What follows belongs to an exercise in optimizing a design on an open flow for small area and a short achievable clock period; a production flow would make more cautious choices.
The RTL was checked by simulation tests, not by an equivalence proof against the original design.
Power figures rest on the tool's default switching activity, not on a simulated workload.

==> 04-04 <==
==> flow/design.v <==
module vector_sequencer #(
    parameter int DATA_W  = 25,
    parameter int RES_W   = 25,
    parameter int DEPTH   = 64,
    parameter int AW      = 6,
    parameter int TIMEOUT = 255
) (
    input  logic              clk,
    input  logic              rst,
    input  logic              load_we,
    input  logic [AW-1:0]     load_addr,
    input  logic [DATA_W-1:0] load_data,
    input  logic [AW:0]       n_vec,
    input  logic              start,
    output logic              busy,
    output logic              done,
    output logic              err_timeout,
    output logic [DATA_W-1:0] dp_line,
    output logic              dp_set,
    input  logic              dp_calc,
    input  logic [RES_W-1:0]  dp_result,
    input  logic [AW-1:0]     res_addr,
    output logic [RES_W-1:0]  res_data,
    output logic [1:0]        dbg_state
);
    localparam int TW = $clog2(TIMEOUT + 1);
    localparam logic [1:0] S_IDLE   = 2'd0;
    localparam logic [1:0] S_ISSUE  = 2'd1;
    localparam logic [1:0] S_WAIT   = 2'd2;
    localparam logic [1:0] S_FINISH = 2'd3;
    logic [1:0]          state_q, state_d;
    logic                busy_q, done_q, set_q;
    logic                idle_q;               
    logic [1:0]          dbg_q;                
    logic                err_q, err_d;
    logic [DATA_W-1:0]   line_q;
    logic [RES_W-1:0]    res_data_q;
    logic [AW-1:0]       idx_q, idx_d;
    logic [AW-1:0]       last_q, last_d;       
    logic [TW-1:0]       tcnt_q, tcnt_d;
    logic                to_q;                 
    logic                islast_q;             
    logic                is_idle, is_issue, is_wait;
    logic                in_we, fire, res_we;
    logic [RES_W-1:0]    res_wdata;
    logic [DATA_W-1:0]   in_rd;
    logic [RES_W-1:0]    res_rd;
    assign is_idle  = idle_q;
    assign is_issue = (state_q == S_ISSUE);
    assign is_wait  = (state_q == S_WAIT);
    assign fire      = dp_calc || to_q;
    assign res_we    = is_wait && fire;
    assign res_wdata = dp_result | {RES_W{~dp_calc}};
    assign in_we     = is_idle && load_we;
    always_comb begin
        state_d = state_q;
        idx_d   = idx_q;
        last_d  = last_q;
        tcnt_d  = tcnt_q;
        err_d   = err_q;
        case (state_q)
            S_IDLE: begin
                if (start) begin
                    state_d = S_ISSUE;
                    idx_d   = '0;
                    err_d   = 1'b0;
                    if (n_vec == '0 || n_vec >= (AW+1)'(DEPTH))
                        last_d = '1;
                    else
                        last_d = n_vec[AW-1:0] - AW'(1);
                end
            end
            S_ISSUE: begin
                tcnt_d  = '0;
                state_d = S_WAIT;
            end
            S_WAIT: begin
                if (fire) begin
                    if (!dp_calc)
                        err_d = 1'b1;
                    if (islast_q) begin
                        state_d = S_FINISH;
                    end else begin
                        idx_d   = idx_q + AW'(1);
                        state_d = S_ISSUE;
                    end
                end else begin
                    tcnt_d = tcnt_q + TW'(1);
                end
            end
            default: begin
                state_d = S_IDLE;
            end
        endcase
    end
    always_ff @(posedge clk or negedge rst) begin
        if (!rst) begin
            state_q    <= S_IDLE;
            idle_q     <= 1'b1;
            dbg_q      <= S_IDLE;
            busy_q     <= 1'b0;
            done_q     <= 1'b0;
            set_q      <= 1'b0;
            err_q      <= 1'b0;
            line_q     <= '0;
            res_data_q <= '0;
        end else begin
            state_q    <= state_d;
            idle_q     <= (state_d == S_IDLE);
            dbg_q      <= state_d;
            busy_q     <= (state_d != S_IDLE);
            done_q     <= (state_d == S_FINISH);
            set_q      <= (state_d == S_ISSUE);
            err_q      <= err_d;
            if (is_issue)
                line_q <= in_rd;
            res_data_q <= res_rd;
        end
    end
    always_ff @(posedge clk) begin
        idx_q  <= idx_d;
        last_q <= last_d;
        tcnt_q <= tcnt_d;
        if (is_issue)
            to_q <= 1'b0;
        else if (is_wait && !fire)
            to_q <= (tcnt_q == TW'(TIMEOUT - 2));
        if (is_idle && start)
            islast_q <= (n_vec == (AW+1)'(1));
        else if (is_wait && fire)
            islast_q <= (idx_q + AW'(1) == last_q);
    end
    localparam int NB = 8;                     
    localparam int NH = DEPTH / NB;            
    localparam int LW = $clog2(NB);
    logic [DATA_W-1:0]   in_mem [DEPTH];
    logic [NH-1:0]       ihi_q;
    logic [NB-1:0]       ilo_q;
    always_ff @(posedge clk) begin
        if (in_we)
            in_mem[load_addr] <= load_data;
        if (is_idle && start) begin
            ihi_q <= NH'(1);
            ilo_q <= NB'(1);
        end else if (is_wait && fire && !islast_q) begin
            ilo_q <= {ilo_q[NB-2:0], ilo_q[NB-1]};
            if (ilo_q[NB-1])
                ihi_q <= {ihi_q[NH-2:0], ihi_q[NH-1]};
        end
    end
    logic [DATA_W-1:0]   in_bank [NB];
    always_comb begin
        for (int l = 0; l < NB; l++) begin
            in_bank[l] = '0;
            for (int h = 0; h < NH; h++)
                in_bank[l] = in_bank[l] | (in_mem[h*NB + l] & {DATA_W{ihi_q[h]}});
        end
        in_rd = '0;
        for (int l = 0; l < NB; l++)
            in_rd = in_rd | (in_bank[l] & {DATA_W{ilo_q[l]}});
    end
    logic [RES_W-1:0]    rring [NH][NB];
    logic [LW-1:0]       rot_q;
    logic                pv_q [2];
    logic [AW-1:0]       pa_q [2];
    logic [RES_W-1:0]    pd_q [2];
    logic [1:0]          cm_q, cm_d;           
    logic [1:0][NH-1:0]  ins_q, ins_d;         
    logic [1:0][NH-1:0]  dins;                 
    logic [LW-1:0]       dpos;                 
    logic [LW-1:0]       npos;                 
    logic [LW-1:0]       opos [2];             
    logic                dok, direct;
    logic                wnew [2];
    logic [RES_W-1:0]    wbus;
    always_comb begin
        dpos   = idx_q[LW-1:0] + rot_q + LW'(1);
        npos   = idx_q[LW-1:0] + rot_q + LW'(2);
        dok    = is_wait && (dpos[LW-2:0] == '0) && !(cm_q[0] || cm_q[1]);
        direct = dok && fire;
        for (int k = 0; k < 2; k++)
            for (int h = 0; h < NH; h++)
                dins[k][h] = direct && idx_q[AW-1:LW] == (AW-LW)'(h) &&
                             dpos[LW-1] == k[0];
        for (int p = 0; p < 2; p++) begin
            opos[p] = pa_q[p][LW-1:0] + rot_q + LW'(2);
            wnew[p] = res_we && !dok && idx_q[0] == p[0];
            if (wnew[p])
                cm_d[p] = (npos[LW-2:0] == '0);
            else
                cm_d[p] = pv_q[p] && !cm_q[p] && (opos[p][LW-2:0] == '0);
        end
        for (int k = 0; k < 2; k++)
            for (int h = 0; h < NH; h++) begin
                ins_d[k][h] = 1'b0;
                for (int p = 0; p < 2; p++) begin
                    if (wnew[p])
                        ins_d[k][h] = ins_d[k][h] || (cm_d[p] &&
                            idx_q[AW-1:LW] == (AW-LW)'(h) && npos[LW-1] == k[0]);
                    else
                        ins_d[k][h] = ins_d[k][h] || (cm_d[p] &&
                            pa_q[p][AW-1:LW] == (AW-LW)'(h) && opos[p][LW-1] == k[0]);
                end
            end
        if (cm_q[1])
            wbus = pd_q[1];
        else if (cm_q[0])
            wbus = pd_q[0];
        else
            wbus = res_wdata;
    end
    always_ff @(posedge clk) begin
        rot_q <= rot_q + LW'(1);
        cm_q  <= cm_d;
        ins_q <= ins_d;
        for (int p = 0; p < 2; p++) begin
            if (wnew[p]) begin
                pv_q[p] <= 1'b1;
                pa_q[p] <= idx_q;
                pd_q[p] <= res_wdata;
            end else if (cm_q[p]) begin
                pv_q[p] <= 1'b0;
            end
        end
        for (int h = 0; h < NH; h++)
            for (int l = 0; l < NB; l++) begin
                if (l == 0 && (ins_q[0][h] || dins[0][h]))
                    rring[h][l] <= wbus;
                else if (l == NB / 2 && (ins_q[1][h] || dins[1][h]))
                    rring[h][l] <= wbus;
                else
                    rring[h][l] <= rring[h][(l + NB - 1) % NB];
            end
    end
    logic [NH-1:0]       rhi;
    logic [NB-1:0]       rpos;
    logic [LW-1:0]       rent [NB];
    logic [RES_W-1:0]    rring_rd;
    logic [RES_W-1:0]    rbank [NB];
    always_comb begin
        for (int k = 0; k < NH; k++)
            rhi[k] = (res_addr[AW-1:LW] == (AW-LW)'(k));
        for (int l = 0; l < NB; l++) begin
            rent[l] = LW'(l) - rot_q;
            rpos[l] = (res_addr[LW-1:0] == rent[l]);
        end
        for (int l = 0; l < NB; l++) begin
            rbank[l] = '0;
            for (int h = 0; h < NH; h++)
                rbank[l] = rbank[l] | (rring[h][l] & {RES_W{rhi[h]}});
        end
        rring_rd = '0;
        for (int l = 0; l < NB; l++)
            rring_rd = rring_rd | (rbank[l] & {RES_W{rpos[l]}});
        if (pv_q[res_addr[0]] && pa_q[res_addr[0]] == res_addr)
            res_rd = pd_q[res_addr[0]];
        else
            res_rd = rring_rd;
    end
    assign busy        = busy_q;
    assign done        = done_q;
    assign dp_set      = set_q;
    assign err_timeout = err_q;
    assign dp_line     = line_q;
    assign res_data    = res_data_q;
    assign dbg_state   = dbg_q;
endmodule
==> flow/run.sh <==
#!/bin/bash
# synth_recipe.tcl (not shown) runs the flow's synth.tcl, then flattens the netlist and writes it again
# the make line also repeats each setting of config.mk as NAME=value (left out here)
make -C /OpenROAD-flow-scripts/flow DESIGN_CONFIG=/design/flow/config.mk WORK_HOME=/design/flow/orfs CLKGATE_MAP_FILE= SYNTH_SCRIPT=/design/flow/synth_recipe.tcl finish
==> flow/config.mk <==
export PLATFORM = sky130hd
export DESIGN_NAME = vector_sequencer
export DESIGN_NICKNAME = vector_sequencer
export VERILOG_FILES = /design/flow/design.v
export SDC_FILE = /design/flow/constraint.sdc
export NUM_CORES = 4
export LEC_CHECK = 0
export CAP_MARGIN = 10
export CORE_MARGIN = 2
export CORE_UTILIZATION = 45
export CTS_BUF_LIST = sky130_fd_sc_hd__clkbuf_16
export CTS_CLUSTER_DIAMETER = 150
export CTS_CLUSTER_SIZE = 14
export SETUP_SLACK_MARGIN = 2.6
export SLEW_MARGIN = 10
==> flow/constraint.sdc <==
create_clock -name core_clock -period 5.0 [get_ports {clk}]
set_input_delay 1.0000 -clock core_clock [delete_from_list [all_inputs] [get_ports {clk}]]
set_output_delay 1.0000 -clock core_clock [all_outputs]
set_load 0.01 [all_outputs]
==> inputs of 03-18, as changes to 04-04 <==
--- a/flow/design.v
+++ b/flow/design.v
@@ -168,24 +168,24 @@
     logic [1:0][NH-1:0]  ins_q, ins_d;         
     logic [1:0][NH-1:0]  dins;                 
-    logic [LW-1:0]       dpos;                 
-    logic [LW-1:0]       npos;                 
     logic [LW-1:0]       opos [2];             
     logic                dok, direct;
+    logic                dcls_q, ncls_q;       
+    logic [1:0][NH-1:0]  dsel_q, nsel_q;       
+    logic [LW-1:0]       dpos_n, npos_n;
     logic                wnew [2];
     logic [RES_W-1:0]    wbus;
     always_comb begin
-        dpos   = idx_q[LW-1:0] + rot_q + LW'(1);
-        npos   = idx_q[LW-1:0] + rot_q + LW'(2);
-        dok    = is_wait && (dpos[LW-2:0] == '0) && !(cm_q[0] || cm_q[1]);
+        dpos_n = idx_q[LW-1:0] + rot_q + LW'(2);
+        npos_n = idx_q[LW-1:0] + rot_q + LW'(3);
+        dok    = is_wait && dcls_q && !(cm_q[0] || cm_q[1]);
         direct = dok && fire;
         for (int k = 0; k < 2; k++)
             for (int h = 0; h < NH; h++)
-                dins[k][h] = direct && idx_q[AW-1:LW] == (AW-LW)'(h) &&
-                             dpos[LW-1] == k[0];
+                dins[k][h] = direct && dsel_q[k][h];
         for (int p = 0; p < 2; p++) begin
             opos[p] = pa_q[p][LW-1:0] + rot_q + LW'(2);
             wnew[p] = res_we && !dok && idx_q[0] == p[0];
             if (wnew[p])
-                cm_d[p] = (npos[LW-2:0] == '0);
+                cm_d[p] = ncls_q;
             else
                 cm_d[p] = pv_q[p] && !cm_q[p] && (opos[p][LW-2:0] == '0);
@@ -196,6 +196,5 @@
                 for (int p = 0; p < 2; p++) begin
                     if (wnew[p])
-                        ins_d[k][h] = ins_d[k][h] || (cm_d[p] &&
-                            idx_q[AW-1:LW] == (AW-LW)'(h) && npos[LW-1] == k[0]);
+                        ins_d[k][h] = ins_d[k][h] || (cm_d[p] && nsel_q[k][h]);
                     else
                         ins_d[k][h] = ins_d[k][h] || (cm_d[p] &&
@@ -212,4 +211,11 @@
     always_ff @(posedge clk) begin
         rot_q <= rot_q + LW'(1);
+        dcls_q <= (dpos_n[LW-2:0] == '0);
+        ncls_q <= (npos_n[LW-2:0] == '0);
+        for (int k = 0; k < 2; k++)
+            for (int h = 0; h < NH; h++) begin
+                dsel_q[k][h] <= idx_q[AW-1:LW] == (AW-LW)'(h) && dpos_n[LW-1] == k[0];
+                nsel_q[k][h] <= idx_q[AW-1:LW] == (AW-LW)'(h) && npos_n[LW-1] == k[0];
+            end
         cm_q  <= cm_d;
         ins_q <= ins_d;
CORE_UTILIZATION = 55   (was 45)
==> inputs of 07-23, as changes to 04-04 <==
--- a/flow/design.v
+++ b/flow/design.v
@@ -168,24 +168,24 @@
     logic [1:0][NH-1:0]  ins_q, ins_d;         
     logic [1:0][NH-1:0]  dins;                 
-    logic [LW-1:0]       dpos;                 
-    logic [LW-1:0]       npos;                 
     logic [LW-1:0]       opos [2];             
     logic                dok, direct;
+    logic                dcls_q, ncls_q;       
+    logic [1:0][NH-1:0]  dsel_q, nsel_q;       
+    logic [LW-1:0]       dpos_n, npos_n;
     logic                wnew [2];
     logic [RES_W-1:0]    wbus;
     always_comb begin
-        dpos   = idx_q[LW-1:0] + rot_q + LW'(1);
-        npos   = idx_q[LW-1:0] + rot_q + LW'(2);
-        dok    = is_wait && (dpos[LW-2:0] == '0) && !(cm_q[0] || cm_q[1]);
+        dpos_n = idx_q[LW-1:0] + rot_q + LW'(2);
+        npos_n = idx_q[LW-1:0] + rot_q + LW'(3);
+        dok    = is_wait && dcls_q && !(cm_q[0] || cm_q[1]);
         direct = dok && fire;
         for (int k = 0; k < 2; k++)
             for (int h = 0; h < NH; h++)
-                dins[k][h] = direct && idx_q[AW-1:LW] == (AW-LW)'(h) &&
-                             dpos[LW-1] == k[0];
+                dins[k][h] = direct && dsel_q[k][h];
         for (int p = 0; p < 2; p++) begin
             opos[p] = pa_q[p][LW-1:0] + rot_q + LW'(2);
             wnew[p] = res_we && !dok && idx_q[0] == p[0];
             if (wnew[p])
-                cm_d[p] = (npos[LW-2:0] == '0);
+                cm_d[p] = ncls_q;
             else
                 cm_d[p] = pv_q[p] && !cm_q[p] && (opos[p][LW-2:0] == '0);
@@ -196,6 +196,5 @@
                 for (int p = 0; p < 2; p++) begin
                     if (wnew[p])
-                        ins_d[k][h] = ins_d[k][h] || (cm_d[p] &&
-                            idx_q[AW-1:LW] == (AW-LW)'(h) && npos[LW-1] == k[0]);
+                        ins_d[k][h] = ins_d[k][h] || (cm_d[p] && nsel_q[k][h]);
                     else
                         ins_d[k][h] = ins_d[k][h] || (cm_d[p] &&
@@ -212,4 +211,11 @@
     always_ff @(posedge clk) begin
         rot_q <= rot_q + LW'(1);
+        dcls_q <= (dpos_n[LW-2:0] == '0);
+        ncls_q <= (npos_n[LW-2:0] == '0);
+        for (int k = 0; k < 2; k++)
+            for (int h = 0; h < NH; h++) begin
+                dsel_q[k][h] <= idx_q[AW-1:LW] == (AW-LW)'(h) && dpos_n[LW-1] == k[0];
+                nsel_q[k][h] <= idx_q[AW-1:LW] == (AW-LW)'(h) && npos_n[LW-1] == k[0];
+            end
         cm_q  <= cm_d;
         ins_q <= ins_d;
CTS_BUF_LIST = unset   (was sky130_fd_sc_hd__clkbuf_16)
CTS_CLUSTER_DIAMETER = unset   (was 150)
CTS_CLUSTER_SIZE = unset   (was 14)
==> inputs of 09-27, as changes to 04-04 <==
--- a/flow/design.v
+++ b/flow/design.v
@@ -168,24 +168,24 @@
     logic [1:0][NH-1:0]  ins_q, ins_d;         
     logic [1:0][NH-1:0]  dins;                 
-    logic [LW-1:0]       dpos;                 
-    logic [LW-1:0]       npos;                 
     logic [LW-1:0]       opos [2];             
     logic                dok, direct;
+    logic                dcls_q, ncls_q;       
+    logic [1:0][NH-1:0]  dsel_q, nsel_q;       
+    logic [LW-1:0]       dpos_n, npos_n;
     logic                wnew [2];
     logic [RES_W-1:0]    wbus;
     always_comb begin
-        dpos   = idx_q[LW-1:0] + rot_q + LW'(1);
-        npos   = idx_q[LW-1:0] + rot_q + LW'(2);
-        dok    = is_wait && (dpos[LW-2:0] == '0) && !(cm_q[0] || cm_q[1]);
+        dpos_n = idx_q[LW-1:0] + rot_q + LW'(2);
+        npos_n = idx_q[LW-1:0] + rot_q + LW'(3);
+        dok    = is_wait && dcls_q && !(cm_q[0] || cm_q[1]);
         direct = dok && fire;
         for (int k = 0; k < 2; k++)
             for (int h = 0; h < NH; h++)
-                dins[k][h] = direct && idx_q[AW-1:LW] == (AW-LW)'(h) &&
-                             dpos[LW-1] == k[0];
+                dins[k][h] = direct && dsel_q[k][h];
         for (int p = 0; p < 2; p++) begin
             opos[p] = pa_q[p][LW-1:0] + rot_q + LW'(2);
             wnew[p] = res_we && !dok && idx_q[0] == p[0];
             if (wnew[p])
-                cm_d[p] = (npos[LW-2:0] == '0);
+                cm_d[p] = ncls_q;
             else
                 cm_d[p] = pv_q[p] && !cm_q[p] && (opos[p][LW-2:0] == '0);
@@ -196,6 +196,5 @@
                 for (int p = 0; p < 2; p++) begin
                     if (wnew[p])
-                        ins_d[k][h] = ins_d[k][h] || (cm_d[p] &&
-                            idx_q[AW-1:LW] == (AW-LW)'(h) && npos[LW-1] == k[0]);
+                        ins_d[k][h] = ins_d[k][h] || (cm_d[p] && nsel_q[k][h]);
                     else
                         ins_d[k][h] = ins_d[k][h] || (cm_d[p] &&
@@ -212,4 +211,11 @@
     always_ff @(posedge clk) begin
         rot_q <= rot_q + LW'(1);
+        dcls_q <= (dpos_n[LW-2:0] == '0);
+        ncls_q <= (npos_n[LW-2:0] == '0);
+        for (int k = 0; k < 2; k++)
+            for (int h = 0; h < NH; h++) begin
+                dsel_q[k][h] <= idx_q[AW-1:LW] == (AW-LW)'(h) && dpos_n[LW-1] == k[0];
+                nsel_q[k][h] <= idx_q[AW-1:LW] == (AW-LW)'(h) && npos_n[LW-1] == k[0];
+            end
         cm_q  <= cm_d;
         ins_q <= ins_d;
CORE_UTILIZATION = 55   (was 45)
CTS_BUF_LIST = unset   (was sky130_fd_sc_hd__clkbuf_16)
CTS_CLUSTER_DIAMETER = unset   (was 150)
CTS_CLUSTER_SIZE = unset   (was 14)
==> run summary <==
Via count, highest first: 09-27, 03-18, 07-23, 04-04.
In 07-23 the maximum frequency is higher than in 04-04, by about 15%.
In sequential power, 04-04 and 03-18 hardly differ.
Against 04-04, the non-clock buffer count of 07-23 is lower by 8.
In 04-04 the flip-flop and latch count is lower than in 09-27, by 34.
Of 07-23 and 09-27, 09-27 has the higher clock power (gap about 5%, measured against 09-27).
Core utilization, lowest first: 04-04, 07-23, 03-18, 09-27.
Die area is the same in 09-27 and 03-18.
Global-route usage: 04-04 < 07-23 < 03-18 < 09-27.
Of 07-23 and 03-18, 07-23 has the higher total power (gap about 7%, measured against 03-18).
Sequential share of layout area, lowest first: 09-27, 07-23, 04-04, 03-18.
==> figures <==
metric	09-27	03-18	04-04	07-23
Run status	timing/DRC/antenna clean	timing/DRC/antenna clean	timing/DRC/antenna clean	timing/DRC/antenna clean
FF-to-FF setup slack	2.44 ns	2.35 ns	2.08 ns	2.50 ns
Post-Syn Nets	7930	7930	7371	7930
Worst R2R Path Depth	7	4	9	7
Largest net degree at the start of global routing	72	72	94	93
Cts repair resizes	509	490	562	535
Final Cycle Share	0.523	0.535	0.583	0.506
Post-synthesis share of cell area spent on full adders, half adders and majority gates	0.00180	0.00180	0.00169	0.00180
Maximum fanout count along the critical path	1	25	7	1
Clock transition at the registers of the reported paths	0.06 ns	0.07 ns	0.07 ns	0.06 ns
Switching share of power	0.265	0.272	0.265	0.266
Crit. path cell count	1	5	9	1
Mapped Avg Cell Area	14.7 um2	14.7 um2	15.9 um2	14.7 um2
Filler cell count	14800	15300	20400	20400
Post-Synth Simple-Gate Area	0.0468	0.0468	0.0325	0.0468
Sink Count	3414	3414	3380	3414
Highest clock frequency the design can meet	382 MHz	374 MHz	343 MHz	396 MHz
Final standard cell area without fillers	138000 um2	133000 um2	136000 um2	138000 um2
Post-synth design cell area	116000 um2	116000 um2	116000 um2	116000 um2
NumNets Final	8427	8314	7821	8391
Share of final-layout standard cells stronger than drive strength 1	0.207	0.179	0.248	0.206
Internal power consumption	54500 uW	49400 uW	49900 uW	53300 uW
Fraction of synthesized cell area in xor and xnor cells	0.00398	0.00398	0.00366	0.00398

-- separate check: timing with driven ports --
No port has a modelled driver above. Below, the same layouts with a new extraction and two added sets of constraints.
Step 1 (the two cells are an assumption about what drives the block):
set clk [get_ports {clk}]
set_driving_cell -lib_cell sky130_fd_sc_hd__clkbuf_16 $clk
set_driving_cell -lib_cell sky130_fd_sc_hd__buf_2 [delete_from_list [all_inputs] $clk]
Step 2 also shifts input and output timing later by t, the mid clock arrival at the registers, as if the neighbouring blocks saw the same clock.
a / b / c = ideal ports / drivers / drivers and shift; a / b = the first two.
| run | t (ns) | slack for setup (ns) | worst register clock-pin slew, ns | worst data-port slew with drivers (ns) |
|---|---|---|---|---|
| 04-04 | 1.021 | 2.084 / 2.084 / 1.401 | 0.07 / 0.07 | 0.28 |
| 03-18 | 1.018 | 2.324 / 2.318 / 1.371 | 0.08 / 0.08 | 0.28 |
| 07-23 | 0.970 | 2.472 / 2.295 / 1.325 | 0.07 / 0.07 | 0.44 |
| 09-27 | 1.038 | 2.385 / 2.287 / 1.411 | 0.07 / 0.07 | 0.26 |
After both steps every run listed still meets setup and hold. The setup slack of 07-23, which loses most, moves by -0.177 ns with the drivers and by -1.147 ns with both steps.
